What follows belongs to an exercise in optimizing a design on an open flow for small area; a production flow would make more cautious choices.
Only simulation tests tie the RTL to the original design; equivalence was not proved.
Power is estimated from default activity; no workload was simulated.

// sector_timer_bank
module sector_timer_bank #(
  parameter int unsigned N_SECT      = 24,
  parameter int unsigned AW          = 5,
  parameter int unsigned TW          = 16,
  parameter int unsigned PW          = 16,
  parameter int unsigned STALL_TICKS = 5000
) (
  input  logic          i_clk,
  input  logic          i_rst,
  input  logic          i_tick_1us,
  input  logic          i_sct1,
  input  logic          i_sct2,
  input  logic          i_sct_id_ready,
  input  logic [AW-1:0] i_sct_id_mcu,
  input  logic          i_ram_change,
  input  logic          i_rd_en,
  input  logic [AW-1:0] i_rd_addr,
  output logic [TW-1:0] o_rd_data,
  output logic          o_rd_valid,
  output logic [AW-1:0] o_cur_sector,
  output logic [PW-1:0] o_period_out,
  output logic          o_not_rotate
);
Size in the first run: about 1600 cells after synthesis, about 850 flip-flops, roughly 57 I/O pins, about 30000 um2 of cells after synthesis.
==> flow/config.mk <==
export PLATFORM = sky130hd
export DESIGN_NAME = sector_timer_bank
export DESIGN_NICKNAME = sector_timer_bank
export VERILOG_FILES = /design/flow/design.v
export SDC_FILE = /design/flow/constraint.sdc
export NUM_CORES = 4
export LEC_CHECK = 0
export CAP_MARGIN = 20
export CORE_MARGIN = 2
export CORE_UTILIZATION = 40
export CTS_BUF_LIST = sky130_fd_sc_hd__clkbuf_8 sky130_fd_sc_hd__clkbuf_16
export CTS_CLUSTER_DIAMETER = 80
export CTS_CLUSTER_SIZE = 30
export PLACE_DENSITY = 0.8
export SLEW_MARGIN = 20
export SYNTH_HIERARCHICAL = 1
export SYNTH_MINIMUM_KEEP_SIZE = 0
==> flow/constraint.sdc <==
create_clock -name core_clock -period 5.0 [get_ports {i_clk}]
set_input_delay 1.0000 -clock core_clock [delete_from_list [all_inputs] [get_ports {i_clk}]]
set_output_delay 1.0000 -clock core_clock [all_outputs]
set_load 0.01 [all_outputs]
standard.sh (not shown) runs the stock make flow with config.mk's settings and CLKGATE_MAP_FILE= SYNTH_SCRIPT=/design/flow/synth_recipe.tcl, a recipe that flattens the netlist after the stock synthesis.
==> flow/flow/run.sh <==
#!/bin/bash
# Layout flow: the standard flow (standard.sh: ORFS from synthesis to finish, with config.mk's
# settings) with three ORFS settings passed through the environment:
#  - the input and output port buffers use the smallest buffer cell instead of the default;
#  - clock tree synthesis (same buffers and clustering as config.mk) adds no dummy loads;
#  - the repair after global routing downsizes cells on paths with positive slack.
# The whole output of every tool goes to standard.log in this folder (ORFS also keeps its own
# per-step logs under orfs/logs).
set -euo pipefail
export BUFFER_PORTS_ARGS="-buffer_cell sky130_fd_sc_hd__buf_1"
export CTS_ARGS="-sink_clustering_enable -repair_clock_nets -sink_clustering_size 30 -sink_clustering_max_diameter 80 -buf_list {sky130_fd_sc_hd__clkbuf_8 sky130_fd_sc_hd__clkbuf_16} -dont_use_dummy_load"
export RECOVER_POWER=100
bash standard.sh > standard.log 2>&1
The first run produced a layout that fails on capacitance limit, slew limit.
Rerun with:
==> flow/run.sh (new file) <==
#!/bin/bash
# synth_recipe.tcl (not shown) runs the flow's synth.tcl, then flattens the netlist and writes it again
# the make line also repeats each setting of config.mk as NAME=value (left out here)
make -C /OpenROAD-flow-scripts/flow DESIGN_CONFIG=/design/flow/config.mk WORK_HOME=/design/flow/orfs CLKGATE_MAP_FILE= SYNTH_SCRIPT=/design/flow/synth_recipe.tcl finish
removed: flow/flow/run.sh
removed: flow/standard.sh
What happened: With this change the flow ran to the end with no violations; die area is unchanged; clock power is higher by 10%; cell count went up by 0.41%; core utilization grows by 0.85 points; synthesized area is unchanged; count of clock-buffer cells in the layout rose by 4; worst hold slack improves by 0.026 ns; flip-flop and latch count stays the same; worst setup slack improved by 0.34 ns.
Rerun with:
==> flow/flow/run.sh (new file) <==
#!/bin/bash
# Layout flow: the standard flow (standard.sh, which runs the ORFS make from synthesis to finish)
# with two changes passed through ORFS's environment: the port buffers use the smallest buffer cell
# instead of the default, and clock tree synthesis (same buffers and clustering as config.mk) adds no
# dummy loads. Every tool's output goes to a log file in this folder.
set -euo pipefail
cp standard.sh standard.sh.txt
export BUFFER_PORTS_ARGS="-buffer_cell sky130_fd_sc_hd__buf_1"
export CTS_ARGS="-sink_clustering_enable -repair_clock_nets -sink_clustering_size 30 -sink_clustering_max_diameter 80 -buf_list {sky130_fd_sc_hd__clkbuf_8 sky130_fd_sc_hd__clkbuf_16} -dont_use_dummy_load"
bash standard.sh > standard.log 2>&1
==> flow/standard.sh (new file) <==
#!/bin/bash
# synth_recipe.tcl (not shown) runs the flow's synth.tcl, then flattens the netlist and writes it again
# the make line also repeats each setting of config.mk as NAME=value (left out here)
make -C /OpenROAD-flow-scripts/flow DESIGN_CONFIG=/design/flow/config.mk WORK_HOME=/design/flow/orfs CLKGATE_MAP_FILE= SYNTH_SCRIPT=/design/flow/synth_recipe.tcl "${@:-finish}"
removed: flow/run.sh
After rerunning: The new run completed without violations. Clock skew rose by 0.041 ns. Power went down by 2.7%. Sequential power is about the same. Cell area came out lower by 1.5%. Worst hold slack loses 0.022 ns. Combinational power shrinks by about 3%. Non-clock buffer count rose by 4. Die area stays the same. Global-route usage barely changes. Cell count falls by 0.44%.

## afterwards: timing with drivers on the ports
The flow's constraints put no driver on any port. The routed layouts listed below were extracted and timed again, unchanged, in two steps.
Step 1: set_driving_cell puts a clkbuf_16 on i_clk and a buf_2 on each other input, an assumption about the parent block.
Step 2, shift: input delay + t, output delay - t, t = (earliest + latest rising clock arrival at the registers) / 2. This alone moves slack from input paths to output paths.
a / b / c = ideal / step 1 / step 2; a / b = the first two.
| run | shift t [ns] | slack for setup (ns) | worst hold slack (ns) | worst setup path at the end | cell pins on the clock port's net |
|---|---|---|---|---|---|
| the first run | 0.640 | 0.245 / 0.245 / 0.143 | 0.387 / 0.387 / 0.387 | input to register | 1 |
| the second run | 0.636 | 0.586 / 0.586 / 0.586 | 0.414 / 0.414 / 0.414 | register to register | 1 |
| the third run | 0.635 | 0.268 / 0.268 / 0.268 | 0.391 / 0.391 / 0.391 | register to register | 1 |
For the first run, which loses most, drivers alone change the setup slack by 0.000 ns; drivers and shift together by -0.102 ns.
